From an optimization exercise on the open Yosys and OpenROAD flow, aimed at small area, a short achievable clock period and few clock cycles; shortcuts taken in it are not production practice. The RTL was checked by simulation tests, not by an equivalence proof against the original design. No activity file was given, so power comes from the tool's default toggle rates.

==> flow/design.v <==
`default_nettype none
package isp_pkg;
    localparam int BEATS_PER_PIC  = 192;
    localparam int PIX_PER_BEAT   = 16;
    localparam int PLANE_BEATS    = 64;
    localparam int WIN_SIZE       = 6;
    localparam int WIN_FIRST_ROW  = 13;
    localparam int WIN_FIRST_COL  = 13;
    localparam int EXPO_SHIFT     = 10;
    localparam int RESULT_LATENCY = 16;
    typedef logic [7:0]   pixel_t;
    typedef logic [127:0] beat_t;
    typedef logic [7:0]   beat_idx_t;
    typedef logic [1:0]   ratio_t;
    typedef logic [7:0]   result_t;
    typedef logic [13:0]  diff_sum_t;
endpackage
`default_nettype wire
`timescale 1ns/1ps
`default_nettype none
module isp_focus_contrast (
    input  logic       clk,
    input  logic       rst_n,
    input  logic       start,
    input  logic [7:0] t0,
    input  logic [7:0] t1,
    input  logic [7:0] t2,
    input  logic [7:0] n0,
    input  logic [7:0] u0,
    input  logic [7:0] u1,
    input  logic [7:0] u2,
    output logic       rot,
    output logic       done,
    output logic [1:0] res
);
    typedef enum logic [1:0] {
        PH_IDLE,
        PH_ROT,       
        PH_SETTLE,    
        PH_DIV        
    } phase_t;
    phase_t     phase;
    logic [1:0] pass;
    logic [3:0] e;            
    logic [3:0] cnt;
    logic       last_step;
    assign rot       = (phase == PH_ROT);
    assign last_step = (pass == 2'd2) && (e == 4'd9);
    always_ff @(posedge clk or negedge rst_n) begin
        if (!rst_n) begin
            phase <= PH_IDLE;
            done  <= 1'b0;
        end else begin
            done <= 1'b0;
            if (start) begin
                phase <= PH_ROT;
            end else begin
                case (phase)
                    PH_ROT:    if (last_step) phase <= PH_SETTLE;
                    PH_SETTLE: if (cnt == 4'd4) phase <= PH_DIV;
                    PH_DIV: begin
                        if (cnt == 4'd0) begin
                            phase <= PH_IDLE;
                            done  <= 1'b1;
                        end
                    end
                    default: ;
                endcase
            end
        end
    end
    logic [1:0] pass_n;
    logic [3:0] e_n;
    always_comb begin
        pass_n = pass;
        e_n    = e;
        if (start) begin
            pass_n = '0;
            e_n    = '0;
        end else if (rot) begin
            e_n = (e == 4'd11) ? 4'd0 : e + 4'd1;
            if (e == 4'd11) begin
                pass_n = pass + 2'd1;
            end
        end
    end
    always_ff @(posedge clk) begin
        pass <= pass_n;
        e    <= e_n;
        case (phase)
            PH_ROT:    cnt <= '0;
            PH_SETTLE: cnt <= (cnt == 4'd4) ? 4'd8 : cnt + 4'd1;
            PH_DIV:    cnt <= cnt - 4'd1;
            default:   cnt <= '0;
        endcase
    end
    logic [2:0] rn;
    logic       hn;
    logic       r14, r13, r23, r2, r04;
    logic       vd  [2];
    logic       c4d [2];
    logic       c2d [2];
    logic [1:0] sel;          
    logic       val [2];
    logic       c4  [2];
    logic       c2  [2];
    logic [7:0] opa [2];
    logic [7:0] opb [2];
    assign rn  = e_n[3:1];
    assign hn  = e_n[0];
    assign r14 = (rn >= 3'd1) && (rn <= 3'd4);
    assign r13 = (rn >= 3'd1) && (rn <= 3'd3);
    assign r23 = (rn == 3'd2) || (rn == 3'd3);
    assign r2  = (rn == 3'd2);
    assign r04 = (rn <= 3'd4);
    always_comb begin
        case (pass_n)
            2'd0: begin
                vd[0] = 1'b1;  c4d[0] = hn && r14;   c2d[0] = 1'b0;
                vd[1] = 1'b1;  c4d[1] = !hn && r14;  c2d[1] = 1'b0;
            end
            2'd1: begin
                vd[0] = r04;   c4d[0] = hn && r13;   c2d[0] = hn && r2;
                vd[1] = !hn;   c4d[1] = !hn && r14;  c2d[1] = !hn && r23;
            end
            default: begin
                vd[0] = r04;   c4d[0] = r13;         c2d[0] = 1'b0;
                vd[1] = r04;   c4d[1] = !hn && r13;  c2d[1] = !hn && r2;
            end
        endcase
    end
    always_ff @(posedge clk) begin
        sel <= {pass_n == 2'd2, pass_n == 2'd1};
        for (int j = 0; j < 2; j++) begin
            val[j] <= vd[j];
            c4[j]  <= c4d[j];
            c2[j]  <= c2d[j];
        end
    end
    always_comb begin
        opa[0] = sel[1] ? t1 : t0;
        opb[0] = sel[1] ? u1 : (sel[0] ? u0 : t1);
        opa[1] = t2;
        opb[1] = sel[1] ? u2 : (sel[0] ? n0 : t1);
    end
    logic [8:0] sd  [2];
    logic [7:0] dq  [2];
    logic       iq  [2];
    logic       q4m [2];
    logic       q2m [2];
    always_comb begin
        for (int j = 0; j < 2; j++) begin
            sd[j] = {1'b0, opa[j]} + {1'b0, ~opb[j]};
        end
    end
    always_ff @(posedge clk) begin
        for (int j = 0; j < 2; j++) begin
            dq[j]  <= (rot && val[j]) ? (sd[j][7:0] ^ {8{!sd[j][8]}}) : 8'd0;
            iq[j]  <= rot && val[j] && sd[j][8];
            q4m[j] <= c4[j];
            q2m[j] <= c2[j];
        end
    end
    logic [13:0] s6, s4;
    logic [9:0]  s2;
    logic [2:0]  k6, k4;      
    logic [1:0]  k2;          
    logic [13:0] a6x, a6y, a4x, a4y;
    logic [9:0]  a2x;
    logic        a2i;
    logic [13:0] n6, n4;
    logic [9:0]  n2;
    logic [2:0]  m6, m4;
    logic [1:0]  m2;
    logic [13:0] cs6, cc6, cs4, cc4;
    logic [14:0] cy6, cy4;
    logic [10:0] cy2;
    logic [13:0] b6, b4;
    always_comb begin
        a6x = 14'(dq[0]);
        a6y = 14'(dq[1]);
        a4x = 14'(dq[0] & {8{q4m[0]}});
        a4y = 14'(dq[1] & {8{q4m[1]}});
        a2x = 10'((dq[0] & {8{q2m[0]}}) | (dq[1] & {8{q2m[1]}}));
        a2i = (iq[0] && q2m[0]) || (iq[1] && q2m[1]);
        for (int k = 0; k < 14; k++) begin
            cs6[k] = s6[k] ^ a6x[k] ^ a6y[k];
            cc6[k] = (s6[k] & a6x[k]) | (s6[k] & a6y[k]) | (a6x[k] & a6y[k]);
            b6[k]  = (k == 0) ? iq[0] : cc6[k == 0 ? 0 : k - 1];
        end
        cy6[0] = iq[1];
        for (int k = 0; k < 14; k++) begin
            n6[k]     = cs6[k] ^ b6[k] ^ cy6[k];
            cy6[k+1]  = (cs6[k] & b6[k]) | (cs6[k] & cy6[k]) | (b6[k] & cy6[k]);
            if (k == 3 || k == 7 || k == 11) begin
                m6[k/4]  = cy6[k+1];
                cy6[k+1] = k6[k/4];
            end
        end
        for (int k = 0; k < 14; k++) begin
            cs4[k] = s4[k] ^ a4x[k] ^ a4y[k];
            cc4[k] = (s4[k] & a4x[k]) | (s4[k] & a4y[k]) | (a4x[k] & a4y[k]);
            b4[k]  = (k == 0) ? (iq[0] && q4m[0]) : cc4[k == 0 ? 0 : k - 1];
        end
        cy4[0] = iq[1] && q4m[1];
        for (int k = 0; k < 14; k++) begin
            n4[k]     = cs4[k] ^ b4[k] ^ cy4[k];
            cy4[k+1]  = (cs4[k] & b4[k]) | (cs4[k] & cy4[k]) | (b4[k] & cy4[k]);
            if (k == 3 || k == 7 || k == 11) begin
                m4[k/4]  = cy4[k+1];
                cy4[k+1] = k4[k/4];
            end
        end
        cy2[0] = a2i;
        for (int k = 0; k < 10; k++) begin
            n2[k]    = s2[k] ^ a2x[k] ^ cy2[k];
            cy2[k+1] = (s2[k] & a2x[k]) | (s2[k] & cy2[k]) | (a2x[k] & cy2[k]);
            if (k == 3 || k == 7) begin
                m2[k/4]  = cy2[k+1];
                cy2[k+1] = k2[k/4];
            end
        end
    end
    always_ff @(posedge clk) begin
        if (start) begin
            s6 <= '0;
            s4 <= '0;
            s2 <= '0;
            k6 <= '0;
            k4 <= '0;
            k2 <= '0;
        end else begin
            s6 <= n6;
            s4 <= n4;
            s2 <= n2;
            k6 <= m6;
            k4 <= m4;
            k2 <= m2;
        end
    end
    logic [5:0] rem;           
    logic [6:0] rem2;
    logic       qb6, qb2, qb4;
    logic       eq26, gt26, eq46, gt46, eq24, gt24;
    assign qb2  = (cnt <= 4'd7) ? s2[cnt + 4'd2] : 1'b0;
    assign qb4  = s4[cnt + 4'd4];
    assign rem2 = {rem, s6[cnt]};
    assign qb6  = (rem2 >= 7'd36);
    always_ff @(posedge clk) begin
        if (phase != PH_DIV) begin
            rem  <= {1'b0, s6[13:9]};
        end else begin
            rem <= 6'(qb6 ? rem2 - 7'd36 : rem2);
        end
        if (phase == PH_SETTLE) begin
            eq26 <= 1'b1;
            gt26 <= 1'b0;
            eq46 <= 1'b1;
            gt46 <= 1'b0;
            eq24 <= 1'b1;
            gt24 <= 1'b0;
        end else if (phase == PH_DIV) begin
            if (eq26 && qb2 != qb6) begin
                eq26 <= 1'b0;
                gt26 <= qb2;
            end
            if (eq46 && qb4 != qb6) begin
                eq46 <= 1'b0;
                gt46 <= qb4;
            end
            if (eq24 && qb2 != qb4) begin
                eq24 <= 1'b0;
                gt24 <= qb2;
            end
        end
    end
    always_comb begin
        if ((eq24 || gt24) && (eq26 || gt26)) begin
            res = 2'd0;
        end else if (eq46 || gt46) begin
            res = 2'd1;
        end else begin
            res = 2'd2;
        end
    end
endmodule
`default_nettype wire
`timescale 1ns/1ps
`default_nettype none
module isp_exposure_acc (
    input  logic          clk,
    input  logic [127:0]  x,
    output logic [10:0]   sa,
    output logic [10:0]   sb
);
    logic s1;
    logic c2;
    logic s3;
    logic c4;
    logic s5;
    logic c6;
    logic s7;
    logic c8;
    logic s9;
    logic c10;
    logic s11;
    logic c12;
    logic s13;
    logic c14;
    logic s15;
    logic c16;
    logic s17;
    logic c18;
    logic s19;
    logic c20;
    logic s21;
    logic c22;
    logic s23;
    logic c24;
    logic s25;
    logic c26;
    logic s27;
    logic c28;
    logic s29;
    logic c30;
    logic s31;
    logic c32;
    logic s33;
    logic c34;
    logic s35;
    logic c36;
    logic s37;
    logic c38;
    logic s39;
    logic c40;
    logic s41;
    logic c42;
    logic s43;
    logic c44;
    logic s45;
    logic c46;
    logic s47;
    logic c48;
    logic s49;
    logic c50;
    logic s51;
    logic c52;
    logic s53;
    logic c54;
    logic s55;
    logic c56;
    logic s57;
    logic c58;
    logic s59;
    logic c60;
    logic s61;
    logic c62;
    logic s63;
    logic c64;
    logic s65;
    logic c66;
    logic s67;
    logic c68;
    logic s69;
    logic c70;
    logic s71;
    logic c72;
    logic s73;
    logic c74;
    logic s75;
    logic c76;
    logic s77;
    logic c78;
    logic s79;
    logic c80;
    logic s81;
    logic c82;
    logic s83;
    logic c84;
    logic s85;
    logic c86;
    logic s87;
    logic c88;
    logic s89;
    logic c90;
    logic s91;
    logic c92;
    logic s93;
    logic c94;
    logic s95;
    logic c96;
    logic s97;
    logic c98;
    logic s99;
    logic c100;
    logic s101;
    logic c102;
    logic s103;
    logic c104;
    logic s105;
    logic c106;
    logic s107;
    logic c108;
    logic s109;
    logic c110;
    logic s111;
    logic c112;
    logic s113;
    logic c114;
    logic s115;
    logic c116;
    logic s117;
    logic c118;
    logic s119;
    logic c120;
    logic s121;
    logic c122;
    logic s123;
    logic c124;
    logic s125;
    logic c126;
    logic s127;
    logic c128;
    logic q129;
    logic q130;
    logic q131;
    logic q132;
    logic q133;
    logic q134;
    logic q135;
    logic q136;
    logic q137;
    logic q138;
    logic q139;
    logic q140;
    logic q141;
    logic q142;
    logic q143;
    logic q144;
    logic q145;
    logic q146;
    logic q147;
    logic q148;
    logic q149;
    logic q150;
    logic q151;
    logic q152;
    logic q153;
    logic q154;
    logic q155;
    logic q156;
    logic q157;
    logic q158;
    logic q159;
    logic q160;
    logic q161;
    logic q162;
    logic q163;
    logic q164;
    logic q165;
    logic q166;
    logic q167;
    logic q168;
    logic q169;
    logic q170;
    logic q171;
    logic q172;
    logic q173;
    logic q174;
    logic q175;
    logic q176;
    logic q177;
    logic q178;
    logic q179;
    logic q180;
    logic q181;
    logic q182;
    logic q183;
    logic q184;
    logic q185;
    logic q186;
    logic q187;
    logic q188;
    logic q189;
    logic q190;
    logic q191;
    logic q192;
    logic s193;
    logic c194;
    logic s195;
    logic c196;
    logic s197;
    logic c198;
    logic s199;
    logic c200;
    logic s201;
    logic c202;
    logic s203;
    logic c204;
    logic s205;
    logic c206;
    logic s207;
    logic c208;
    logic s209;
    logic c210;
    logic s211;
    logic c212;
    logic s213;
    logic c214;
    logic s215;
    logic c216;
    logic s217;
    logic c218;
    logic s219;
    logic c220;
    logic s221;
    logic c222;
    logic s223;
    logic c224;
    logic s225;
    logic c226;
    logic s227;
    logic c228;
    logic s229;
    logic c230;
    logic s231;
    logic c232;
    logic s233;
    logic c234;
    logic s235;
    logic c236;
    logic s237;
    logic c238;
    logic s239;
    logic c240;
    logic s241;
    logic c242;
    logic s243;
    logic c244;
    logic s245;
    logic c246;
    logic s247;
    logic c248;
    logic s249;
    logic c250;
    logic s251;
    logic c252;
    logic s253;
    logic c254;
    logic s255;
    logic c256;
    logic s257;
    logic c258;
    logic s259;
    logic c260;
    logic s261;
    logic c262;
    logic s263;
    logic c264;
    logic s265;
    logic c266;
    logic s267;
    logic c268;
    logic s269;
    logic c270;
    logic s271;
    logic c272;
    logic s273;
    logic c274;
    logic s275;
    logic c276;
    logic s277;
    logic c278;
    logic s279;
    logic c280;
    logic s281;
    logic c282;
    assign s1 = x[0] ^ x[8] ^ x[16];
    assign c2 = (x[0] & x[8]) | (x[0] & x[16]) | (x[8] & x[16]);
    assign s3 = x[24] ^ x[32] ^ x[40];
    assign c4 = (x[24] & x[32]) | (x[24] & x[40]) | (x[32] & x[40]);
    assign s5 = x[48] ^ x[56] ^ x[64];
    assign c6 = (x[48] & x[56]) | (x[48] & x[64]) | (x[56] & x[64]);
    assign s7 = x[72] ^ x[80] ^ x[88];
    assign c8 = (x[72] & x[80]) | (x[72] & x[88]) | (x[80] & x[88]);
    assign s9 = x[96] ^ x[104] ^ x[112];
    assign c10 = (x[96] & x[104]) | (x[96] & x[112]) | (x[104] & x[112]);
    assign s11 = x[1] ^ x[9] ^ x[17];
    assign c12 = (x[1] & x[9]) | (x[1] & x[17]) | (x[9] & x[17]);
    assign s13 = x[25] ^ x[33] ^ x[41];
    assign c14 = (x[25] & x[33]) | (x[25] & x[41]) | (x[33] & x[41]);
    assign s15 = x[49] ^ x[57] ^ x[65];
    assign c16 = (x[49] & x[57]) | (x[49] & x[65]) | (x[57] & x[65]);
    assign s17 = x[73] ^ x[81] ^ x[89];
    assign c18 = (x[73] & x[81]) | (x[73] & x[89]) | (x[81] & x[89]);
    assign s19 = x[97] ^ x[105] ^ x[113];
    assign c20 = (x[97] & x[105]) | (x[97] & x[113]) | (x[105] & x[113]);
    assign s21 = x[2] ^ x[10] ^ x[18];
    assign c22 = (x[2] & x[10]) | (x[2] & x[18]) | (x[10] & x[18]);
    assign s23 = x[26] ^ x[34] ^ x[42];
    assign c24 = (x[26] & x[34]) | (x[26] & x[42]) | (x[34] & x[42]);
    assign s25 = x[50] ^ x[58] ^ x[66];
    assign c26 = (x[50] & x[58]) | (x[50] & x[66]) | (x[58] & x[66]);
    assign s27 = x[74] ^ x[82] ^ x[90];
    assign c28 = (x[74] & x[82]) | (x[74] & x[90]) | (x[82] & x[90]);
    assign s29 = x[98] ^ x[106] ^ x[114];
    assign c30 = (x[98] & x[106]) | (x[98] & x[114]) | (x[106] & x[114]);
    assign s31 = x[3] ^ x[11] ^ x[19];
    assign c32 = (x[3] & x[11]) | (x[3] & x[19]) | (x[11] & x[19]);
    assign s33 = x[27] ^ x[35] ^ x[43];
    assign c34 = (x[27] & x[35]) | (x[27] & x[43]) | (x[35] & x[43]);
    assign s35 = x[51] ^ x[59] ^ x[67];
    assign c36 = (x[51] & x[59]) | (x[51] & x[67]) | (x[59] & x[67]);
    assign s37 = x[75] ^ x[83] ^ x[91];
    assign c38 = (x[75] & x[83]) | (x[75] & x[91]) | (x[83] & x[91]);
    assign s39 = x[99] ^ x[107] ^ x[115];
    assign c40 = (x[99] & x[107]) | (x[99] & x[115]) | (x[107] & x[115]);
    assign s41 = x[4] ^ x[12] ^ x[20];
    assign c42 = (x[4] & x[12]) | (x[4] & x[20]) | (x[12] & x[20]);
    assign s43 = x[28] ^ x[36] ^ x[44];
    assign c44 = (x[28] & x[36]) | (x[28] & x[44]) | (x[36] & x[44]);
    assign s45 = x[52] ^ x[60] ^ x[68];
    assign c46 = (x[52] & x[60]) | (x[52] & x[68]) | (x[60] & x[68]);
    assign s47 = x[76] ^ x[84] ^ x[92];
    assign c48 = (x[76] & x[84]) | (x[76] & x[92]) | (x[84] & x[92]);
    assign s49 = x[100] ^ x[108] ^ x[116];
    assign c50 = (x[100] & x[108]) | (x[100] & x[116]) | (x[108] & x[116]);
    assign s51 = x[5] ^ x[13] ^ x[21];
    assign c52 = (x[5] & x[13]) | (x[5] & x[21]) | (x[13] & x[21]);
    assign s53 = x[29] ^ x[37] ^ x[45];
    assign c54 = (x[29] & x[37]) | (x[29] & x[45]) | (x[37] & x[45]);
    assign s55 = x[53] ^ x[61] ^ x[69];
    assign c56 = (x[53] & x[61]) | (x[53] & x[69]) | (x[61] & x[69]);
    assign s57 = x[77] ^ x[85] ^ x[93];
    assign c58 = (x[77] & x[85]) | (x[77] & x[93]) | (x[85] & x[93]);
    assign s59 = x[101] ^ x[109] ^ x[117];
    assign c60 = (x[101] & x[109]) | (x[101] & x[117]) | (x[109] & x[117]);
    assign s61 = x[6] ^ x[14] ^ x[22];
    assign c62 = (x[6] & x[14]) | (x[6] & x[22]) | (x[14] & x[22]);
    assign s63 = x[30] ^ x[38] ^ x[46];
    assign c64 = (x[30] & x[38]) | (x[30] & x[46]) | (x[38] & x[46]);
    assign s65 = x[54] ^ x[62] ^ x[70];
    assign c66 = (x[54] & x[62]) | (x[54] & x[70]) | (x[62] & x[70]);
    assign s67 = x[78] ^ x[86] ^ x[94];
    assign c68 = (x[78] & x[86]) | (x[78] & x[94]) | (x[86] & x[94]);
    assign s69 = x[102] ^ x[110] ^ x[118];
    assign c70 = (x[102] & x[110]) | (x[102] & x[118]) | (x[110] & x[118]);
    assign s71 = x[7] ^ x[15] ^ x[23];
    assign c72 = (x[7] & x[15]) | (x[7] & x[23]) | (x[15] & x[23]);
    assign s73 = x[31] ^ x[39] ^ x[47];
    assign c74 = (x[31] & x[39]) | (x[31] & x[47]) | (x[39] & x[47]);
    assign s75 = x[55] ^ x[63] ^ x[71];
    assign c76 = (x[55] & x[63]) | (x[55] & x[71]) | (x[63] & x[71]);
    assign s77 = x[79] ^ x[87] ^ x[95];
    assign c78 = (x[79] & x[87]) | (x[79] & x[95]) | (x[87] & x[95]);
    assign s79 = x[103] ^ x[111] ^ x[119];
    assign c80 = (x[103] & x[111]) | (x[103] & x[119]) | (x[111] & x[119]);
    assign s81 = s1 ^ s3 ^ s5;
    assign c82 = (s1 & s3) | (s1 & s5) | (s3 & s5);
    assign s83 = s7 ^ s9 ^ x[120];
    assign c84 = (s7 & s9) | (s7 & x[120]) | (s9 & x[120]);
    assign s85 = s11 ^ s13 ^ s15;
    assign c86 = (s11 & s13) | (s11 & s15) | (s13 & s15);
    assign s87 = s17 ^ s19 ^ x[121];
    assign c88 = (s17 & s19) | (s17 & x[121]) | (s19 & x[121]);
    assign s89 = c2 ^ c4 ^ c6;
    assign c90 = (c2 & c4) | (c2 & c6) | (c4 & c6);
    assign s91 = s21 ^ s23 ^ s25;
    assign c92 = (s21 & s23) | (s21 & s25) | (s23 & s25);
    assign s93 = s27 ^ s29 ^ x[122];
    assign c94 = (s27 & s29) | (s27 & x[122]) | (s29 & x[122]);
    assign s95 = c12 ^ c14 ^ c16;
    assign c96 = (c12 & c14) | (c12 & c16) | (c14 & c16);
    assign s97 = s31 ^ s33 ^ s35;
    assign c98 = (s31 & s33) | (s31 & s35) | (s33 & s35);
    assign s99 = s37 ^ s39 ^ x[123];
    assign c100 = (s37 & s39) | (s37 & x[123]) | (s39 & x[123]);
    assign s101 = c22 ^ c24 ^ c26;
    assign c102 = (c22 & c24) | (c22 & c26) | (c24 & c26);
    assign s103 = s41 ^ s43 ^ s45;
    assign c104 = (s41 & s43) | (s41 & s45) | (s43 & s45);
    assign s105 = s47 ^ s49 ^ x[124];
    assign c106 = (s47 & s49) | (s47 & x[124]) | (s49 & x[124]);
    assign s107 = c32 ^ c34 ^ c36;
    assign c108 = (c32 & c34) | (c32 & c36) | (c34 & c36);
    assign s109 = s51 ^ s53 ^ s55;
    assign c110 = (s51 & s53) | (s51 & s55) | (s53 & s55);
    assign s111 = s57 ^ s59 ^ x[125];
    assign c112 = (s57 & s59) | (s57 & x[125]) | (s59 & x[125]);
    assign s113 = c42 ^ c44 ^ c46;
    assign c114 = (c42 & c44) | (c42 & c46) | (c44 & c46);
    assign s115 = s61 ^ s63 ^ s65;
    assign c116 = (s61 & s63) | (s61 & s65) | (s63 & s65);
    assign s117 = s67 ^ s69 ^ x[126];
    assign c118 = (s67 & s69) | (s67 & x[126]) | (s69 & x[126]);
    assign s119 = c52 ^ c54 ^ c56;
    assign c120 = (c52 & c54) | (c52 & c56) | (c54 & c56);
    assign s121 = s71 ^ s73 ^ s75;
    assign c122 = (s71 & s73) | (s71 & s75) | (s73 & s75);
    assign s123 = s77 ^ s79 ^ x[127];
    assign c124 = (s77 & s79) | (s77 & x[127]) | (s79 & x[127]);
    assign s125 = c62 ^ c64 ^ c66;
    assign c126 = (c62 & c64) | (c62 & c66) | (c64 & c66);
    assign s127 = c72 ^ c74 ^ c76;
    assign c128 = (c72 & c74) | (c72 & c76) | (c74 & c76);
    assign s193 = q131 ^ q132 ^ q133;
    assign c194 = (q131 & q132) | (q131 & q133) | (q132 & q133);
    assign s195 = q134 ^ q135 ^ q136;
    assign c196 = (q134 & q135) | (q134 & q136) | (q135 & q136);
    assign s197 = q138 ^ q139 ^ q140;
    assign c198 = (q138 & q139) | (q138 & q140) | (q139 & q140);
    assign s199 = q141 ^ q142 ^ q143;
    assign c200 = (q141 & q142) | (q141 & q143) | (q142 & q143);
    assign s201 = q146 ^ q147 ^ q148;
    assign c202 = (q146 & q147) | (q146 & q148) | (q147 & q148);
    assign s203 = q149 ^ q150 ^ q151;
    assign c204 = (q149 & q150) | (q149 & q151) | (q150 & q151);
    assign s205 = q154 ^ q155 ^ q156;
    assign c206 = (q154 & q155) | (q154 & q156) | (q155 & q156);
    assign s207 = q157 ^ q158 ^ q159;
    assign c208 = (q157 & q158) | (q157 & q159) | (q158 & q159);
    assign s209 = q162 ^ q163 ^ q164;
    assign c210 = (q162 & q163) | (q162 & q164) | (q163 & q164);
    assign s211 = q165 ^ q166 ^ q167;
    assign c212 = (q165 & q166) | (q165 & q167) | (q166 & q167);
    assign s213 = q170 ^ q171 ^ q172;
    assign c214 = (q170 & q171) | (q170 & q172) | (q171 & q172);
    assign s215 = q173 ^ q174 ^ q175;
    assign c216 = (q173 & q174) | (q173 & q175) | (q174 & q175);
    assign s217 = q178 ^ q179 ^ q180;
    assign c218 = (q178 & q179) | (q178 & q180) | (q179 & q180);
    assign s219 = q181 ^ q182 ^ q183;
    assign c220 = (q181 & q182) | (q181 & q183) | (q182 & q183);
    assign s221 = q186 ^ q187 ^ q188;
    assign c222 = (q186 & q187) | (q186 & q188) | (q187 & q188);
    assign s223 = q189 ^ q190 ^ q191;
    assign c224 = (q189 & q190) | (q189 & q191) | (q190 & q191);
    assign s225 = s193 ^ s195 ^ q137;
    assign c226 = (s193 & s195) | (s193 & q137) | (s195 & q137);
    assign s227 = s197 ^ s199 ^ q144;
    assign c228 = (s197 & s199) | (s197 & q144) | (s199 & q144);
    assign s229 = q145 ^ c194 ^ c196;
    assign c230 = (q145 & c194) | (q145 & c196) | (c194 & c196);
    assign s231 = s201 ^ s203 ^ q152;
    assign c232 = (s201 & s203) | (s201 & q152) | (s203 & q152);
    assign s233 = q153 ^ c198 ^ c200;
    assign c234 = (q153 & c198) | (q153 & c200) | (c198 & c200);
    assign s235 = s205 ^ s207 ^ q160;
    assign c236 = (s205 & s207) | (s205 & q160) | (s207 & q160);
    assign s237 = q161 ^ c202 ^ c204;
    assign c238 = (q161 & c202) | (q161 & c204) | (c202 & c204);
    assign s239 = s209 ^ s211 ^ q168;
    assign c240 = (s209 & s211) | (s209 & q168) | (s211 & q168);
    assign s241 = q169 ^ c206 ^ c208;
    assign c242 = (q169 & c206) | (q169 & c208) | (c206 & c208);
    assign s243 = s213 ^ s215 ^ q176;
    assign c244 = (s213 & s215) | (s213 & q176) | (s215 & q176);
    assign s245 = q177 ^ c210 ^ c212;
    assign c246 = (q177 & c210) | (q177 & c212) | (c210 & c212);
    assign s247 = s217 ^ s219 ^ q184;
    assign c248 = (s217 & s219) | (s217 & q184) | (s219 & q184);
    assign s249 = q185 ^ c214 ^ c216;
    assign c250 = (q185 & c214) | (q185 & c216) | (c214 & c216);
    assign s251 = s221 ^ s223 ^ c218;
    assign c252 = (s221 & s223) | (s221 & c218) | (s223 & c218);
    assign s253 = q192 ^ c222 ^ c224;
    assign c254 = (q192 & c222) | (q192 & c224) | (c222 & c224);
    assign s255 = s227 ^ s229 ^ c226;
    assign c256 = (s227 & s229) | (s227 & c226) | (s229 & c226);
    assign s257 = s231 ^ s233 ^ c228;
    assign c258 = (s231 & s233) | (s231 & c228) | (s233 & c228);
    assign s259 = s235 ^ s237 ^ c232;
    assign c260 = (s235 & s237) | (s235 & c232) | (s237 & c232);
    assign s261 = s239 ^ s241 ^ c236;
    assign c262 = (s239 & s241) | (s239 & c236) | (s241 & c236);
    assign s263 = s243 ^ s245 ^ c240;
    assign c264 = (s243 & s245) | (s243 & c240) | (s245 & c240);
    assign s265 = s247 ^ s249 ^ c244;
    assign c266 = (s247 & s249) | (s247 & c244) | (s249 & c244);
    assign s267 = s251 ^ c220 ^ c248;
    assign c268 = (s251 & c220) | (s251 & c248) | (c220 & c248);
    assign s269 = s257 ^ c230 ^ c256;
    assign c270 = (s257 & c230) | (s257 & c256) | (c230 & c256);
    assign s271 = s259 ^ c234 ^ c258;
    assign c272 = (s259 & c234) | (s259 & c258) | (c234 & c258);
    assign s273 = s261 ^ c238 ^ c260;
    assign c274 = (s261 & c238) | (s261 & c260) | (c238 & c260);
    assign s275 = s263 ^ c242 ^ c262;
    assign c276 = (s263 & c242) | (s263 & c262) | (c242 & c262);
    assign s277 = s265 ^ c246 ^ c264;
    assign c278 = (s265 & c246) | (s265 & c264) | (c246 & c264);
    assign s279 = s267 ^ c250 ^ c266;
    assign c280 = (s267 & c250) | (s267 & c266) | (c250 & c266);
    assign s281 = s253 ^ c252 ^ c268;
    assign c282 = (s253 & c252) | (s253 & c268) | (c252 & c268);
    always_ff @(posedge clk) begin
        q129 <= s81;
        q130 <= s83;
        q131 <= s85;
        q132 <= s87;
        q133 <= s89;
        q134 <= c8;
        q135 <= c10;
        q136 <= c82;
        q137 <= c84;
        q138 <= s91;
        q139 <= s93;
        q140 <= s95;
        q141 <= c18;
        q142 <= c20;
        q143 <= c86;
        q144 <= c88;
        q145 <= c90;
        q146 <= s97;
        q147 <= s99;
        q148 <= s101;
        q149 <= c28;
        q150 <= c30;
        q151 <= c92;
        q152 <= c94;
        q153 <= c96;
        q154 <= s103;
        q155 <= s105;
        q156 <= s107;
        q157 <= c38;
        q158 <= c40;
        q159 <= c98;
        q160 <= c100;
        q161 <= c102;
        q162 <= s109;
        q163 <= s111;
        q164 <= s113;
        q165 <= c48;
        q166 <= c50;
        q167 <= c104;
        q168 <= c106;
        q169 <= c108;
        q170 <= s115;
        q171 <= s117;
        q172 <= s119;
        q173 <= c58;
        q174 <= c60;
        q175 <= c110;
        q176 <= c112;
        q177 <= c114;
        q178 <= s121;
        q179 <= s123;
        q180 <= s125;
        q181 <= c68;
        q182 <= c70;
        q183 <= c116;
        q184 <= c118;
        q185 <= c120;
        q186 <= s127;
        q187 <= c78;
        q188 <= c80;
        q189 <= c122;
        q190 <= c124;
        q191 <= c126;
        q192 <= c128;
        sa <= {c254, s281, s279, s277, s275, s273, s271, s269, s255, s225, q129};
        sb <= {c282, c280, c278, c276, c274, c272, c270, 1'b1, 1'b1, 1'b1, q130};
    end
endmodule
`default_nettype wire
`timescale 1ns/1ps
`default_nettype none
module isp_top (
    input  logic             clk,
    input  logic             rst_n,
    input  logic             in_valid,
    input  logic             in_mode,
    input  isp_pkg::ratio_t  in_ratio_mode,
    input  logic             pix_valid,
    input  isp_pkg::beat_t   pix_data,
    output logic             busy,
    output logic             out_valid,
    output isp_pkg::result_t out_data
);
    logic [7:0] bcnt;       
    logic       mode_q;
    logic [1:0] ratio_q;
    logic       busy_q;
    logic       rmode;      
    logic [1:0] rratio;
    logic       last0;
    assign last0 = pix_valid && (bcnt == 8'd191);
    always_ff @(posedge clk) begin
        busy_q <= rst_n && (in_valid || (busy_q && !last0));
    end
    always_ff @(posedge clk) begin
        if (in_valid) begin
            bcnt    <= '0;
            mode_q  <= in_mode;
            ratio_q <= in_ratio_mode;
        end else if (pix_valid) begin
            bcnt <= last0 ? 8'd0 : bcnt + 8'd1;
        end
        if (last0) begin
            rmode  <= mode_q;
            rratio <= ratio_q;
        end
    end
    assign busy = busy_q;
    logic red0, green0, blue0, wrow0;
    assign red0   = (bcnt[7:6] == 2'd0);
    assign green0 = (bcnt[7:6] == 2'd1);
    assign blue0  = (bcnt[7:6] == 2'd2);
    assign wrow0  = (bcnt[5:0] >= 6'd26) && (bcnt[5:0] <= 6'd37);
    logic       sat;
    logic [3:0] colmask0;
    logic [7:0] bcnt_n;
    logic [1:0] ratio_n;
    logic       mode_n;
    logic [3:0] thr_n;
    logic [127:0] xbits;
    assign bcnt_n  = in_valid ? 8'd0 : (pix_valid ? (last0 ? 8'd0 : bcnt + 8'd1) : bcnt);
    assign ratio_n = in_valid ? in_ratio_mode : ratio_q;
    assign mode_n  = in_valid ? in_mode : mode_q;
    assign thr_n   = (bcnt_n[7:6] == 2'd1) ? 4'(3 - ratio_n) : 4'(4 - ratio_n);
    always_ff @(posedge clk) begin
        sat <= mode_n && (ratio_n == 2'd3);
        for (int j = 0; j < 4; j++) begin
            colmask0[j] <= (4'(j) >= thr_n);
        end
    end
    always_comb begin
        for (int i = 0; i < 16; i++) begin
            for (int j = 0; j < 7; j++) begin
                xbits[8*i + j] = (j >= 4 || colmask0[j % 4]) && (pix_data[8*i + j] || (sat && pix_data[8*i + 7]));
            end
            xbits[8*i + 7] = !sat && pix_data[8*i + 7];
        end
    end
    logic [10:0] sa, sb, sa_n, sb_n;
    isp_exposure_acc i_tree (
        .clk (clk),
        .x   (~xbits),
        .sa  (sa_n),
        .sb  (sb_n)
    );
    assign sa = ~sa_n;
    assign sb = ~sb_n;
    logic        v1, v2, e3;
    logic        first1, first2, last1, last2, g1, sf2, sh2;
    logic [18:0] acc;     
    logic [10:0] acc_lo;
    logic [7:0]  acc_hi;
    logic [1:0]  acc_k;
    always_ff @(posedge clk or negedge rst_n) begin
        if (!rst_n) begin
            v1    <= 1'b0;
            v2    <= 1'b0;
            e3    <= 1'b0;
        end else begin
            v1    <= pix_valid;
            v2    <= v1;
            e3    <= v2 && last2;
        end
    end
    always_ff @(posedge clk) begin
        last1 <= last0;
        last2 <= last1;
    end
    always_ff @(posedge clk) begin
        first1 <= pix_valid && (bcnt == 8'd0);
        first2 <= first1;
        g1     <= green0;
        sf2    <= v1 && g1;
        sh2    <= v1 && !g1;
        {acc_k, acc_lo} <= 13'(first2 ? 11'd0 : acc_lo)
                         + (13'(sa & {11{sf2}}) | 13'(sa[10:1] & {10{sh2}}))
                         + (13'(sb & {11{sf2}}) | 13'(sb[10:1] & {10{sh2}}));
        acc_hi <= first2 ? 8'd0 : acc_hi + 8'(acc_k);
    end
    assign acc = {acc_hi + 8'(acc_k), acc_lo};
    logic [7:0] expo_res;
    always_comb begin
        case (rratio)
            2'd0:    expo_res = {2'b0, acc[18:13]};
            2'd1:    expo_res = {1'b0, acc[18:12]};
            2'd2:    expo_res = acc[18:11];
            default: expo_res = acc[17:10];
        endcase
    end
    logic       wv1, wred1, wend1;
    logic [6:0] wp1 [3];
    always_ff @(posedge clk or negedge rst_n) begin
        if (!rst_n) begin
            wv1    <= 1'b0;
        end else begin
            wv1    <= pix_valid && !mode_q && wrow0;
        end
    end
    always_ff @(posedge clk) begin
        wred1 <= red0;
        wend1 <= blue0 && (bcnt[5:0] == 6'd37);
        for (int j = 0; j < 3; j++) begin
            if (bcnt[0]) begin
                wp1[j] <= green0 ? pix_data[8*j + 1 +: 7] : {1'b0, pix_data[8*j + 2 +: 6]};
            end else begin
                wp1[j] <= green0 ? pix_data[8*(13 + j) + 1 +: 7] : {1'b0, pix_data[8*(13 + j) + 2 +: 6]};
            end
        end
    end
    logic [7:0] ch [3][12];
    logic       pact;         
    logic       chain_en;
    assign chain_en = wv1 || pact;
    always_ff @(posedge clk) begin
        if (chain_en) begin
            for (int j = 0; j < 3; j++) begin
                ch[j][0] <= (wred1 && wv1 ? 8'd0 : ch[j][11]) + (wv1 ? 8'(wp1[j]) : 8'd0);
                for (int k = 1; k < 12; k++) begin
                    ch[j][k] <= ch[j][k-1];
                end
            end
        end
    end
    logic       fdone_p;
    logic [1:0] fres;
    isp_focus_contrast i_contrast (
        .clk   (clk),
        .rst_n (rst_n),
        .start (wv1 && wend1),
        .t0    (ch[0][11]),
        .t1    (ch[1][11]),
        .t2    (ch[2][11]),
        .n0    (ch[0][10]),
        .u0    (ch[0][9]),
        .u1    (ch[1][9]),
        .u2    (ch[2][9]),
        .rot   (pact),
        .done  (fdone_p),
        .res   (fres)
    );
    logic pend, fire, fdone;
    assign fire = (e3 || pend) && (rmode || fdone);
    always_ff @(posedge clk or negedge rst_n) begin
        if (!rst_n) begin
            pend  <= 1'b0;
            fdone <= 1'b0;
        end else begin
            pend  <= !fire && (pend || e3);
            fdone <= !fire && (fdone || fdone_p);
        end
    end
    always_ff @(posedge clk) begin
        out_valid <= fire;
        out_data  <= fire ? (rmode ? expo_res : {6'd0, fres}) : 8'd0;
    end
endmodule
`default_nettype wire
==> flow/flow/run.sh <==
#!/bin/bash
# The standard layout (standard.sh), with plain buffers (buf_1) on the
# ports instead of the delay buffers buffer_ports picks by default, and
# timing repair aimed at a setup slack of 5.3 ns.
set -euo pipefail
mkdir -p logs
export BUFFER_PORTS_ARGS="-buffer_cell sky130_fd_sc_hd__buf_1"
bash standard.sh SETUP_SLACK_MARGIN=5.3 finish > logs/standard.log 2>&1
==> flow/standard.sh <==
#!/bin/bash
# synth_recipe.tcl (not shown) runs the flow's synth.tcl, then flattens the netlist and writes it again
# the make line also repeats each setting of config.mk as NAME=value (left out here)
make -C /OpenROAD-flow-scripts/flow DESIGN_CONFIG=/design/flow/config.mk WORK_HOME=/design/flow/orfs CLKGATE_MAP_FILE= SYNTH_SCRIPT=/design/flow/synth_recipe.tcl "${@:-finish}"
==> flow/config.mk <==
export PLATFORM = sky130hd
export DESIGN_NAME = isp_top
export DESIGN_NICKNAME = isp_top
export VERILOG_FILES = /design/flow/design.v
export SDC_FILE = /design/flow/constraint.sdc
export NUM_CORES = 4
export LEC_CHECK = 0
export ABC_AREA = 1
export CAP_MARGIN = 20
export CORE_MARGIN = 2
export CORE_UTILIZATION = 60
export CTS_CLUSTER_DIAMETER = 80
export CTS_CLUSTER_SIZE = 30
export SETUP_SLACK_MARGIN = 5
export SLEW_MARGIN = 20
==> flow/constraint.sdc <==
create_clock -name core_clock -period 8.0 [get_ports {clk}]
set_input_delay 1.6000 -clock core_clock [delete_from_list [all_inputs] [get_ports {clk}]]
set_output_delay 1.6000 -clock core_clock [all_outputs]
set_load 0.01 [all_outputs]
==> results.ini, run 1 <==
[flow_run]
drv_cap=0

[yosys]
synth_area_leaders=edfxtp_1 35%, dfxtp_1 20%, fa_1 13%
syn_inst=2310
synth.ff_latch_count=558
async_flop_share_pct=1.61
yosysMostFrequentCell=inv_1
yosysWarnings=20
syn_area_sq_um=25300
syn_avg_cell_area_sq_um=10.9
netlist.area_leader.share_pct=34.6
synth_edf_count=291
synth_common_cells=383 x inv_1, 372 x nand2_1, 291 x edfxtp_1, 258 x dfxtp_1, 232 x nor2_1
yosysSeqAreaShare_pct=55.9
synth.net_count=2692
yosys_most_used_dff=edfxtp_1
post-synth-top-area-cell=edfxtp_1
synthDistinctLibCells=55

[global_route]
grt_max_degree=170
grt.total_usage_pct=24.0
grt_pass1_vias=15900
antenna_found_initial=0
grt_overflow_total=0
grt_pass1_wl_microns=82000

[setup_path]
critPathRequiredTime_ns=8.54
timing.rr.end=i_contrast.s4[7]
rr_startpoint=i_contrast.q4m[0]
critical-path-top-delay-family=adder cells
ff2ff_setup_slack_ns=5.33
crit_chain=buf_2 > nand2_8 > inv_6 > or2_4 > fa_1 > inv_1 > fa_2
worst_setup_path_end_kind=flop
arrival_ns=3.23
critPathMaxStageDelay_ns=0.54
cp_slowest_cell=fa_1
critPathLaunchType=input port
ff2ff_path_depth=11
crit_buf_inv=3
critPathMaxFanout=7
critPathKind=input port to flop

[min_path]
min_path_cells=0
worstHoldEndpoint=i_tree.sa[0]
worstHoldStart=i_tree.q129
hp-class=flop to flop

[floorplan]
initial_core_util_pct=60.5
fp.dieW_microns=209
rows=75
die_h_microns=209
io_pins=145
dieArea_sq_um=43700
core-area_sq_um=41800

[drt]
routedWlPerCell_microns=17.0
finalWirelength_microns=51400
vias=15800
remaining_drc_errors=0
vias_per_cell=5.22
antenna_left=0
drtIter0Drc=1130
firstDrtPassIters=7

[sta]
max-slew-margin-rel_pct=46.6
clock.fmax_mhz=372
layout_min_cycle_time_ns=2.69
rsz0062_at_grt=yes
worstMarginPinSlew_ns=0.801
hold_viol=0
finClkSkew_ns=0.0217
drv_slew=0
setup-violations-final=0
fin_ws_ns=5.31
fin_crit_sh_pct=33.6
fin_tns_setup_ns=0

[power_and_ir_drop]
vdd_drop_max_v=0.000241
finalPower_mw=6.78
power_density_nw_per_um2=239
leakage_nw=11.7

[clock_network]
root_buffer=clkbuf_16
cts_tree=yes
clock_sinks=558
clk_pin_slew_ns=0.10
cts_buffers=28
ctsHtreeMaxLevel=1
clock_latency_ns=0.60
cts_buffer_depth=3

[layout]
antenna_cells=0
area_growth_pct=12.4
drive_gt1_share_pct=12.8
final_net_count=2851

[place]
portBuffers=144
dp_worst_setup_slack_ns=4.45
gp_congestion=0.884
dp_hpwl_microns=38200

[run_status]
outcome=timing/DRC/antenna clean

## worst reg2reg max path, stage by stage (launching register included)
cell and delay (ns):
dfxtp_4 0.39, nand2_1 0.07, inv_1 0.05, fa_1 0.49, inv_2 0.07, fa_1 0.16, inv_1 0.05, fa_2 0.35
fa_2 0.36, fa_1 0.49, inv_1 0.04, nor2_1 0.09
## what timing repair did
action,CTS,global route
setup buffers,6,10
gates resized for setup,37,49
hold buffers,0,0
pin swaps,3,12
setup endpoints to repair,295,258
gates cloned,3,4
## per-layer routing
metal | part of all wire, % | routed length (microns) | vias to the layer above | global-route usage, %
li1 | - | - | 7703 | -
met4 | 2.2 | 1140 | 0 | 5.25
met2 | 49 | 25000 | 320 | 40.9
met5 | 0 | 0 | - | 0
met1 | 45 | 23100 | 7733 | 33.0
met3 | 4.2 | 2160 | 67 | 3.23
## sequential cells by signal, indices dropped and copies added, names as in the netlist, 3 cells and up
register and flops:
acc_hi 8, acc_lo 11, bcnt 8, ch 288
colmask0 4, i_contrast.cnt 4, i_contrast.dq 16, i_contrast.e 4
i_contrast.k4 3, i_contrast.k6 3, i_contrast.rem 6, i_contrast.s2 10
i_contrast.s4 14, i_contrast.s6 14, i_tree.sa 11, i_tree.sb 8
out_data 8, wp1 21
## layout make-up
| class | count | area (sq um) |
|---|---|---|
| multi-input combinational | 1311 | 10100 |
| clock inverter | 19 | 272 |
| tap | 539 | 674 |
| inverter | 398 | 1600 |
| clock buffer | 33 | 741 |
| timing repair inverter | 4 | 25.0 |
| fill | 3158 | 13400 |
| timing repair buffer | 168 | 818 |
| sequential | 558 | 14200 |
## worst max-delay path by stage
stage,startpoint,end,slack [ns],depth (start not counted)
6_report,pix_data[79],i_tree.q171,5.31,7
5_1_grt,i_contrast.q4m[0],i_contrast.s4[7],5.22,11
4_1_cts,pix_data[63],i_tree.q129,5.31,8
3_5_place_dp,pix_data[119],i_tree.q130,4.45,6
3_3_place_gp,pix_data[119],i_tree.q130,4.49,6
2_1_floorplan,i_contrast.phase[1],ch[0][0],4.76,3
## layout by cell type (no fill, tap or decap), types with 9 or more instances in the layout
cell type and instances:
inv_1 358, nand2_1 357, edfxtp_1 291, dfxtp_1 243, nor2_1 208, buf_1 126, fa_1 121, ha_1 79
a21oi_1 77, o21ai_0 67, nand3_1 64, fa_2 46, xor2_1 31, o22ai_1 31, clkbuf_16 30, o21ai_2 23
xnor2_1 21, buf_4 19, inv_2 18, nor2_2 18, o21ai_1 18, nor2_4 13, a21oi_2 11, dfxtp_2 11
clkbuf_2 11, o211ai_1 10, or2_2 10, or2_4 10, nand4_1 9, nor3_1 9
## stage by stage
stage	hold slack, ns	cell area [sq um]	utilization [%]	cells
2_1_floorplan	0.310	25900	-	2310
3_3_place_gp	0.314	27000	64.6	2955
3_5_place_dp	0.315	27000	64.6	2955
4_1_cts	0.333	28100	67.4	3016
5_1_grt	0.332	28400	67.9	3030
6_report	0.328	28400	67.9	3030
## where the power goes
| group | switching, mW | internal (mW) | leakage, nW | total (mW) |
|---|---|---|---|---|
| clock network | 0.983 | 0.759 | 0.485 | 1.74 |
| registers | 0.123 | 3.22 | 4.86 | 3.35 |
| logic | 0.951 | 0.743 | 6.37 | 1.69 |
## cells by family after synthesis
kind of cell,Yosys count,share of synthesized area [%]
and+or+nand+nor,732,12.0
AOI/OAI and AO/OA,276,6.12
DFF,558,55.9
muxes,2,0.0793
buffers and inverters,443,6.80
adders and majority gates,247,17.2
xor gates and xnor gates,52,1.80
Testbench counts, summed over its fixed seeds: cycles 18,626.
==> inputs of run 2 (changes only) <==
--- a/flow/config.mk
+++ b/flow/config.mk
@@ -9,7 +9,8 @@
 export CAP_MARGIN = 20
 export CORE_MARGIN = 2
 export CORE_UTILIZATION = 60
-export CTS_CLUSTER_DIAMETER = 80
-export CTS_CLUSTER_SIZE = 30
+export CTS_BUF_LIST = sky130_fd_sc_hd__clkbuf_8
+export CTS_CLUSTER_DIAMETER = 60
+export CTS_CLUSTER_SIZE = 20
 export SETUP_SLACK_MARGIN = 5
 export SLEW_MARGIN = 20
==> run 2 against run 1 <==
- synthesized area did not move
- highest routed layer unchanged
- core utilization decreased by 0.68 points
- combinational power hardly changed
- critical path depth decreased by 6
- synthesized cell count stayed put
- design area decreased by 1.0%
==> results.ini, run 2 <==
[layout]
drive_gt1_share_pct=12.7  ; -0.12 points
top_regs=ch (288), wp1 (21), i_contrast.dq (16)
largest_reg_flops=288  ; unchanged
antenna_cells=0  ; unchanged
final_net_count=2857  ; +0.21%
layout_common_cells=367 x inv_1, 356 x nand2_1, 291 x edfxtp_1, 243 x dfxtp_1, 208 x nor2_1
layout_commonest_cell=inv_1
final_util_pct=67.3  ; -0.68 points
area_growth_pct=11.2
top_register=ch
seq_area_sq_um=14200  ; about the same
fillers=3199  ; +1.3%
multi_input_area_sq_um=10100  ; -0.21%

[place]
portBuffers=144  ; unchanged
dp_hpwl_microns=38200  ; unchanged
gp_congestion=0.884  ; unchanged

[clock_network]
ctsHtreeMaxLevel=2  ; +1
clk_pin_slew_ns=0.11  ; about the same
cts_buffer_depth=3  ; unchanged
root_buffer=clkbuf_8
cts_tree=yes
clock_latency_ns=0.66  ; +0.06 ns
hold_buffers=0  ; unchanged
clock_sinks=558  ; unchanged
cts_buffers=39  ; +39%

[run_status]
outcome=timing/DRC/antenna clean

[power_and_ir_drop]
leakage_nw=11.6  ; -0.70%
internal_power_mw=4.53  ; -4.2%
switching_share_pct=30.8  ; +0.44 points
pwr-share-clk_pct=23.0  ; -2.7 points
p_switching_mw=2.01  ; -2.2%
combPwrFrac_pct=25.8  ; +0.8 points
vdd_drop_max_v=0.000246  ; +2.1%
power_density_nw_per_um2=233  ; -2.6%
p_seq_share_pct=51.2  ; +1.8 points
finalPower_mw=6.54  ; -3.6%

[yosys]
netlist.area_leader.share_pct=34.6  ; unchanged
yosysWarnings=20  ; unchanged
synth_area_leaders=edfxtp_1 35%, dfxtp_1 20%, fa_1 13%
synth.net_count=2692  ; unchanged
yosysSeqAreaShare_pct=55.9  ; unchanged
synth.ff_latch_count=558  ; unchanged
yosysMostFrequentCell=inv_1
syn_inst=2310  ; unchanged
yosys_most_used_dff=edfxtp_1
post-synth-top-area-cell=edfxtp_1
synthDistinctLibCells=55  ; unchanged
synth_common_cells=383 x inv_1, 372 x nand2_1, 291 x edfxtp_1, 258 x dfxtp_1, 232 x nor2_1
async_flop_share_pct=1.61  ; unchanged
syn_area_sq_um=25300  ; unchanged
synth_edf_count=291  ; unchanged
syn_avg_cell_area_sq_um=10.9  ; unchanged

[drt]
antenna_left=0  ; unchanged
drtIter0Drc=1148  ; +1.6%
vias_per_cell=5.20  ; -0.43%
remaining_drc_errors=0  ; unchanged
vias=15800  ; -0.16%
routedWlPerCell_microns=16.8  ; -0.78%
finalWirelength_microns=51100  ; -0.52%
firstDrtPassIters=5  ; -2

[floorplan]
core-area_sq_um=41800  ; unchanged
io_pins=145  ; unchanged
dieArea_sq_um=43700  ; unchanged
fp.dieW_microns=209  ; unchanged
rows=75  ; unchanged
die_h_microns=209  ; unchanged
initial_core_util_pct=60.5  ; unchanged

[sta]
setup-violations-final=0  ; unchanged
fin_tns_setup_ns=0  ; unchanged
clock.fmax_mhz=371  ; -0.35%
finClkSkew_ns=0.0373  ; +0.0156 ns
hold_viol=0  ; unchanged
fin_crit_sh_pct=33.7  ; +0.12 points
drv_slew=0  ; unchanged
max-slew-margin-rel_pct=47.3  ; +0.75 points
layout_min_cycle_time_ns=2.70  ; +0.00940 ns
rsz0062_at_grt=yes
worstMarginPinSlew_ns=0.790  ; -0.0112 ns

[global_route]
grt_pass1_wl_microns=82500  ; +0.61%
grt_util_met3_pct=4.33  ; +1.1 points
grt_overflow_total=0  ; unchanged
antenna_found_initial=0  ; unchanged
grt_util_met1_pct=33.0  ; -0.035 points
grt_max_degree=86  ; -49%
grt.total_usage_pct=24.3  ; +0.39 points
grt.met2_usage_pct=40.8  ; -0.10 points
busiest_layer=met2
grt_pass1_vias=16100  ; +0.77%

[setup_path]
arrival_ns=1.10  ; -2.13 ns
critPathMaxStageDelay_ns=0.34  ; -0.20 ns
cp_slowest_cell=dfxtp_2
critPathRequiredTime_ns=6.40  ; -2.14 ns
critPathKind=flop to primary output
crit_chain=buf_6
worst_setup_path_end_kind=primary output
critPathLaunchType=flop
critPathMaxFanout=1  ; -6
critical-path-top-delay-family=flip-flops
crit_buf_inv=1  ; -2

[min_path]
hp-class=flop to flop

[flow_run]
drv_cap=0  ; unchanged

[run 2: cell counts after synthesis]
No cell type changed its count.
[run 2: power by group through the flow]
| stage | registers (mW) | logic (mW) | clock network [mW] |
|---|---|---|---|
| finish | 3.35 | 1.69 | 1.51 |
| floorplan | 3.36 | 1.16 | 0 |
| CTS | 3.35 | 1.70 | 1.56 |
| detailed placement | 3.41 | 1.71 | 0 |
| global route | 3.37 | 1.95 | 1.65 |
| global placement | 3.41 | 1.62 | 0 |
[run 2: metrics by stage]
| stage | worst slack, ns | instances | instance area (sq um) | hold slack [ns] |
|---|---|---|---|---|
| 6_report | 5.30 | 3038 | 28100 | 0.333 |
| 5_1_grt | 5.19 | 3038 | 28100 | 0.340 |
| 4_1_cts | 5.22 | 3030 | 27900 | 0.335 |
| 3_5_place_dp | 4.45 | 2955 | 27000 | 0.315 |
| 3_3_place_gp | 4.49 | 2955 | 27000 | 0.314 |
| 2_1_floorplan | 4.76 | 2310 | 25900 | 0.310 |
[run 2: cell type report]
cell class / count / area share (%)
clock inverter: 26 / 0.904
timing repair inverter: 2 / 0.0445
timing repair buffer: 166 / 2.84
clock buffer: 39 / 1.91
inverter: 398 / 5.66
tap: 539 / 2.40
multi-input combinational: 1310 / 35.8
sequential: 558 / 50.4
[run 2: final timing paths]
path	start	to	slack, ns	cells after the start
setup / recovery	out_data[0]	out_data[0]	5.30	1
hold / removal	i_contrast.c4[1]	i_contrast.q4m[1]	0.33	0
setup reg to reg	i_contrast.q4m[0]	i_contrast.s4[7]	5.34	11
hold reg to reg	i_contrast.c4[1]	i_contrast.q4m[1]	0.33	0
max in group asynchronous	rst_n	wv1	6.47	1
min in group asynchronous	rst_n	pend	0.97	1
[run 2: metal layers]
layer  wire [microns]  share of wire, %
met5                0                 0
met4             1160               2.3
met3             2390               4.7
met2            24700                48
met1            22900                45
[run 2: kinds of logic (layout without fill, tap and decap cells)]
logic type	count (synthesis)	count (layout)	share of synthesized area (%)
buffers and inverters	443	631	6.80
XOR/XNOR	52	52	1.80
AND/OR/NAND/NOR	732	733	12.0
AO/OA/AOI/OAI	276	276	6.12
adder cells (fa/ha/maj)	247	247	17.2
multiplexers	2	2	0.0793
flip-flops	558	558	55.9
[run 2: what timing repair did]
item / 4_1_cts / 5_1_grt
setup endpoints to repair: 302 / 201
gates cloned: 4 / 0
buffers inserted: 6 / 8
pin swaps: 2 / 9
resized for setup: 41 / 29
==> inputs of run 3 (changes only) <==
--- a/flow/config.mk
+++ b/flow/config.mk
@@ -9,8 +9,8 @@
 export CAP_MARGIN = 20
 export CORE_MARGIN = 2
 export CORE_UTILIZATION = 60
-export CTS_BUF_LIST = sky130_fd_sc_hd__clkbuf_8
-export CTS_CLUSTER_DIAMETER = 60
-export CTS_CLUSTER_SIZE = 20
+export CTS_BUF_LIST = sky130_fd_sc_hd__clkbuf_16 sky130_fd_sc_hd__clkbuf_8
+export CTS_CLUSTER_DIAMETER = 120
+export CTS_CLUSTER_SIZE = 30
 export SETUP_SLACK_MARGIN = 5
 export SLEW_MARGIN = 20
==> run 3 against run 2 <==
- total power down 2.2%
- design area fell by 0.59%
- non-clock buffer count did not move
- critical endpoint is now i_tree.q171
- sequential power hardly changed
- maximum frequency is 0.30% higher
- critical path type is now input port to flop
- global-route usage down 0.50 points
- wire length decreased by 1.2%
- clock power decreased by 11%
- still clean
==> results.ini, run 3 <==
[place]
gp_congestion=0.884  ; unchanged
dp_hpwl_microns=38200  ; unchanged
dp_worst_setup_slack_ns=4.45  ; unchanged
dp.cells=2955  ; unchanged
portBuffers=144  ; unchanged

[yosys]
synthDistinctLibCells=55  ; unchanged
synth_common_cells=383 x inv_1, 372 x nand2_1, 291 x edfxtp_1, 258 x dfxtp_1, 232 x nor2_1
synth.ff_latch_count=558  ; unchanged
yosysSeqAreaShare_pct=55.9  ; unchanged
synth_edf_count=291  ; unchanged
syn_area_sq_um=25300  ; unchanged
synth.net_count=2692  ; unchanged
yosysWarnings=20  ; unchanged
netlist.area_leader.share_pct=34.6  ; unchanged
yosys_most_used_dff=edfxtp_1
syn_inst=2310  ; unchanged
synth_area_leaders=edfxtp_1 35%, dfxtp_1 20%, fa_1 13%
syn_avg_cell_area_sq_um=10.9  ; unchanged
async_flop_share_pct=1.61  ; unchanged
yosysMostFrequentCell=inv_1
post-synth-top-area-cell=edfxtp_1

[sta]
clock.fmax_mhz=372  ; +0.30%
max-slew-margin-rel_pct=43.5  ; -3.9 points
fin_crit_sh_pct=33.6  ; -0.10 points
finClkSkew_ns=0.0181  ; -0.0192 ns
setup-violations-final=0  ; unchanged
fin_tns_setup_ns=0  ; unchanged
fin_ws_ns=5.31  ; +0.00800 ns
rsz0062_at_grt=yes
drv_slew=0  ; unchanged
hold_viol=0  ; unchanged
layout_min_cycle_time_ns=2.69  ; -0.00800 ns
worstMarginPinSlew_ns=0.848  ; +0.0580 ns

[drt]
finalWirelength_microns=50500  ; -1.2%
wl_met3_microns=2140  ; -11%
met1_length_microns=22500  ; -1.7%
vias_per_cell=5.18  ; -0.35%
remaining_drc_errors=0  ; unchanged
drtIter0Drc=1247  ; +8.6%
routedWlPerCell_microns=16.8  ; -0.34%
antenna_left=0  ; unchanged
top_layer_used=met4
vias=15600  ; -1.2%
firstDrtPassIters=5  ; unchanged
met2WireLength_microns=24700  ; about the same

[global_route]
grt_pass1_wl_microns=81600  ; -1.1%
grt.total_usage_pct=23.8  ; -0.50 points
grt_max_degree=170  ; +98%
antenna_found_initial=0  ; unchanged
grt_pass1_vias=15900  ; -1.0%
grt_overflow_total=0  ; unchanged

[floorplan]
rows=75  ; unchanged
initial_core_util_pct=60.5  ; unchanged
io_pins=145  ; unchanged
fp.dieW_microns=209  ; unchanged
die_h_microns=209  ; unchanged
core-area_sq_um=41800  ; unchanged
dieArea_sq_um=43700  ; unchanged

[min_path]
hp-class=flop to flop
worstHoldStart=i_contrast.c2[1]
min_path_cells=0  ; unchanged
worstHoldEndpoint=i_contrast.q2m[1]

[clock_network]
ctsHtreeMaxLevel=1  ; -1
cts_tree=yes
cts_buffers=22  ; -44%
clock_latency_ns=0.58  ; -0.08 ns
clock_sinks=558  ; unchanged
hold_buffers=0  ; unchanged
root_buffer=clkbuf_16
cts_buffer_depth=3  ; unchanged
clk_pin_slew_ns=0.12  ; about the same

[setup_path]
rr_startpoint=i_contrast.q4m[0]
critPathLaunchType=input port
ff2ff_setup_slack_ns=5.33  ; about the same
arrival_ns=3.22  ; +2.12 ns
critPathRequiredTime_ns=8.54  ; +2.14 ns
critPathKind=input port to flop
ff2ff_path_depth=11  ; unchanged
critPathMaxFanout=7  ; +6
worst_setup_path_end_kind=flop
timing.rr.end=i_contrast.s4[7]

[layout]
largest_reg_flops=288  ; unchanged
finalNonFillerCells=3012  ; -0.86%
final_net_count=2840  ; -0.60%
layout_commonest_cell=inv_1
fillers=3208  ; +0.28%
antenna_cells=0  ; unchanged
top_regs=ch (288), wp1 (21), i_contrast.dq (16)
drive_gt1_share_pct=11.7  ; -1.0 points
layout_common_cells=373 x inv_1, 356 x nand2_1, 291 x edfxtp_1, 243 x dfxtp_1, 208 x nor2_1
final_util_pct=66.9  ; -0.40 points
top_register=ch
area_growth_pct=10.6

[power_and_ir_drop]
power_density_nw_per_um2=229  ; -1.7%
vdd_drop_max_v=0.000247  ; +0.39%
leakage_nw=11.6  ; -0.62%

[flow_run]
drv_cap=0  ; unchanged

[run_status]
outcome=timing/DRC/antenna clean

-- run 3: how the worst max path moves through the flow --
stage                   startpoint               end  slack (ns)  depth (start not counted)
2_1_floorplan  i_contrast.phase[1]          ch[0][0]        4.76                          3
3_3_place_gp         pix_data[119]       i_tree.q130        4.49                          6
3_5_place_dp         pix_data[119]       i_tree.q130        4.45                          6
4_1_cts              pix_data[119]       i_tree.q130        5.29                          6
5_1_grt          i_contrast.q4m[0]  i_contrast.s4[7]        5.21                         11
6_report              pix_data[79]       i_tree.q171        5.31                          7
-- run 3: repair_timing --
action                                  4_1_cts  5_1_grt
gates cloned                                  3        0
hold endpoints to repair                      0        0
setup buffers                                 7        8
pin swaps                                     3       12
endpoints found under the setup margin      294      218
gates resized for setup                      35       46
-- run 3: layer usage --
layer,track usage [%],vias to the layer above
met2,40.9,313
met5,0,-
met4,5.42,0
met3,3.02,65
met1,32.8,7577
li1,-,7652
-- run 3: area by class of cell --
class                   instances  area, sq um  share of cell area (%)
clock buffers                  22          551                    1.97
clock inverters                17         88.8                   0.318
inverters                     398         1600                    5.74
multi-input cells            1310        10100                    36.0
flip-flops and latches        558        14200                    50.7
well taps                     539          674                    2.42
repair buffers                166          766                    2.74
repair inverters                2         12.5                  0.0448
-- run 3: metrics by stage --
stage	cell area (sq um)	total power, mW	hold WS, ns
6_report	27900	6.39	0.331
5_1_grt	27900	6.81	0.340
4_1_cts	27800	6.45	0.334
3_5_place_dp	27000	5.12	0.315
3_3_place_gp	27000	5.03	0.314
2_1_floorplan	25900	4.52	0.310
-- run 3: cell families after synthesis --
| kind of cell | count (synthesis) | share of synthesized area (%) |
|---|---|---|
| AOI/OAI and AO/OA | 276 | 6.12 |
| xor gates and xnor gates | 52 | 1.80 |
| adders and majority gates | 247 | 17.2 |
| buffers and inverters | 443 | 6.80 |
| DFF | 558 | 55.9 |
| muxes | 2 | 0.0793 |
| and+or+nand+nor | 732 | 12.0 |
-- run 3: critical path: stages --
cell and delay [ns]:
buf_2 0.14, nand2_8 0.06, inv_6 0.07, or2_4 0.23
fa_1 0.54, inv_1 0.06, fa_2 0.52
-- run 3: where the power goes --
part / total, mW / switching [mW] / internal (mW)
combinational: 1.70 / 0.950 / 0.746
sequential: 3.35 / 0.123 / 3.22
clock: 1.35 / 0.835 / 0.516
==> inputs of run 4 (changes only) <==
--- a/flow/config.mk
+++ b/flow/config.mk
@@ -10,7 +10,7 @@
 export CORE_MARGIN = 2
 export CORE_UTILIZATION = 60
 export CTS_BUF_LIST = sky130_fd_sc_hd__clkbuf_16 sky130_fd_sc_hd__clkbuf_8
-export CTS_CLUSTER_DIAMETER = 120
-export CTS_CLUSTER_SIZE = 30
+export CTS_CLUSTER_DIAMETER = 150
+export CTS_CLUSTER_SIZE = 25
 export SETUP_SLACK_MARGIN = 5
 export SLEW_MARGIN = 20
==> run 4 against run 3 <==
- via count up 0.79%
- combinational power about the same
- cell count rose by 0.27%
- hold slack gained 0.00075 ns
- core utilization rose by 0.28 points
- synthesized cell count stayed put
- worst setup slack improved by 0.0069 ns
- clock skew up 0.0083 ns
- highest routed layer unchanged
- still clean on timing, DRC and antenna
- non-clock buffer count fell by 1
- wire length is 0.96% higher
==> results.ini, run 4 <==
[run_status]
outcome=timing/DRC/antenna clean

[yosys]
yosysWarnings=20  ; unchanged
synth_area_leaders=edfxtp_1 35%, dfxtp_1 20%, fa_1 13%
synth.area.mux_share_pct=0.0793  ; unchanged
synth_edf_count=291  ; unchanged
yosysSeqAreaShare_pct=55.9  ; unchanged
synth_common_cells=383 x inv_1, 372 x nand2_1, 291 x edfxtp_1, 258 x dfxtp_1, 232 x nor2_1
syn_inst=2310  ; unchanged
synthSimpleGateAreaFrac_pct=12.0  ; unchanged
synthDistinctLibCells=55  ; unchanged
yosys.area_share.adder_pct=17.2  ; unchanged
syn_avg_cell_area_sq_um=10.9  ; unchanged

[clock_network]
cts_tree=yes
ctsHtreeMaxLevel=1  ; unchanged
hold_buffers=0  ; unchanged
clock_sinks=558  ; unchanged
clk_pin_slew_ns=0.09  ; -0.03 ns
cts_buffer_depth=3  ; unchanged

[setup_path]
critPathRequiredTime_ns=8.44  ; -0.10 ns
critPathMaxFanout=1  ; -6
arrival_ns=3.12  ; -0.10 ns
critPathKind=flop to flop
worst_setup_path_end_kind=flop
ff2ff_path_depth=6  ; -5

[floorplan]
fp.dieW_microns=209  ; unchanged
io_pins=145  ; unchanged
initial_core_util_pct=60.5  ; unchanged
dieArea_sq_um=43700  ; unchanged
die_h_microns=209  ; unchanged
rows=75  ; unchanged

[power_and_ir_drop]
p_seq_share_pct=51.4  ; -1.0 points
vdd_drop_max_v=0.000257  ; +4.2%
leakage_nw=11.6  ; +0.60%
p_switching_mw=1.94  ; +1.9%
switching_share_pct=29.8  ; about the same
power_density_nw_per_um2=232  ; +1.5%
pwr-share-clk_pct=22.6  ; +1.5 points

[sta]
finClkSkew_ns=0.0264  ; +0.00827 ns
hold_viol=0  ; unchanged
fin_tns_setup_ns=0  ; unchanged
clock.fmax_mhz=373  ; +0.26%
drv_slew=0  ; unchanged
rsz0062_at_grt=yes
fin_crit_sh_pct=33.5  ; -0.087 points
setup-violations-final=0  ; unchanged
max-slew-margin-rel_pct=40.5  ; -2.9 points

[layout]
area_growth_pct=11.0
largest_reg_flops=288  ; unchanged
layout_common_cells=376 x inv_1, 356 x nand2_1, 291 x edfxtp_1, 244 x dfxtp_1, 208 x nor2_1
antenna_cells=0  ; unchanged
drive_gt1_share_pct=11.8  ; +0.083 points
final_util_pct=67.1  ; +0.28 points
layout_commonest_cell=inv_1

[drt]
antenna_left=0  ; unchanged
remaining_drc_errors=0  ; unchanged
finalWirelength_microns=51000  ; +0.96%
firstDrtPassIters=5  ; unchanged
vias_per_cell=5.21  ; +0.52%
vias=15700  ; +0.79%
routedWlPerCell_microns=16.9  ; +0.70%

[place]
dp_hpwl_microns=38200  ; unchanged
gp_congestion=0.884  ; unchanged
portBuffers=144  ; unchanged

[min_path]
hp-class=flop to flop
min_path_cells=0  ; unchanged

[global_route]
grt_overflow_total=0  ; unchanged
grt.total_usage_pct=24.0  ; +0.15 points
grt_pass1_wl_microns=82300  ; +0.86%
grt_max_degree=170  ; unchanged
grt_pass1_vias=16000  ; +0.45%

[flow_run]
drv_cap=0  ; unchanged

-- run 4: cell count changes in the layout (fill, tap and decap cells not counted), sizes merged --
cell      delta
clkbuf       +5
inv          +5
buf          -2
clkinv       -1
clkinvlp     +1
-- run 4: worst paths after layout --
| path | startpoint | end | slack (ns) |
|---|---|---|---|
| hold reg to reg | first1 | first2 | 0.33 |
| setup reg to reg | i_tree.q186 | i_tree.sa[8] | 5.32 |
| min in group asynchronous | rst_n | wv1 | 1.05 |
| setup / recovery | i_tree.q186 | i_tree.sa[8] | 5.32 |
| hold / removal | first1 | first2 | 0.33 |
| max in group asynchronous | rst_n | wv1 | 6.39 |
-- run 4: layout make-up --
class                   count  area (sq um)
clock buffers              26           651
clock inverters            21           108
fillers                  3215         13700
inverters                 398          1600
multi-input cells        1310         10100
flip-flops and latches    558         14200
well taps                 539           674
repair buffers            165           758
repair inverters            3          17.5
-- run 4: power groups by stage --
stage	combinational, mW	clock, mW	sequential, mW
floorplan	1.16	0	3.36
global placement	1.62	0	3.41
detailed placement	1.71	0	3.41
CTS	1.71	1.52	3.35
global route	1.96	1.60	3.37
finish	1.69	1.48	3.35
-- run 4: kinds of logic after synthesis --
family          Yosys count
fa+ha+maj               247
mux                       2
simple gates            732
buf+inv                 443
compound gates          276
flops                   558
xor+xnor                 52
-- run 4: what timing repair did --
item | in CTS | in global routing
endpoints found under the hold margin | 0 | 0
cloned | 3 | 1
pin swaps | 5 | 8
setup endpoints to repair | 295 | 219
gates resized for setup | 33 | 48
buffers inserted | 7 | 7
-- run 4: metrics by stage --
stage,cells,setup slack (ns),hold WS [ns],power (mW),area [sq um]
final,3020,5.32,0.332,6.52,28000
after CTS,3012,5.30,0.336,6.58,27900
after global placement,2955,4.49,0.314,5.03,27000
after global routing,3020,5.23,0.338,6.93,28000
after detailed placement,2955,4.45,0.315,5.12,27000
after floorplan,2310,4.76,0.310,4.52,25900
-- run 4: layer usage --
| layer | share of wire, % | up-vias | routed length, microns | GRT usage, % |
|---|---|---|---|---|
| li1 | - | 7662 | - | - |
| met1 | 46 | 7704 | 23300 | 33.4 |
| met2 | 49 | 295 | 25000 | 41.6 |
| met3 | 3.6 | 69 | 1810 | 2.39 |
| met4 | 1.9 | 0 | 952 | 4.75 |
| met5 | 0 | - | 0 | 0 |
-- run 4: worst max-delay path, stage by stage, from the launching register on --
cell and delay (ns):
dfxtp_2 0.34, fa_1 0.55, inv_1 0.07, fa_1 0.53
inv_1 0.05, fa_1 0.51, fa_1 0.49

Re-timed with assumed drivers on the ports (clkbuf_16 on the clock, buf_2 on other inputs), run 4 has 5.299 ns of setup slack against 5.319 ns with ideal ports, and 4.699 ns once port delays also move by the mid clock arrival of 0.645 ns.
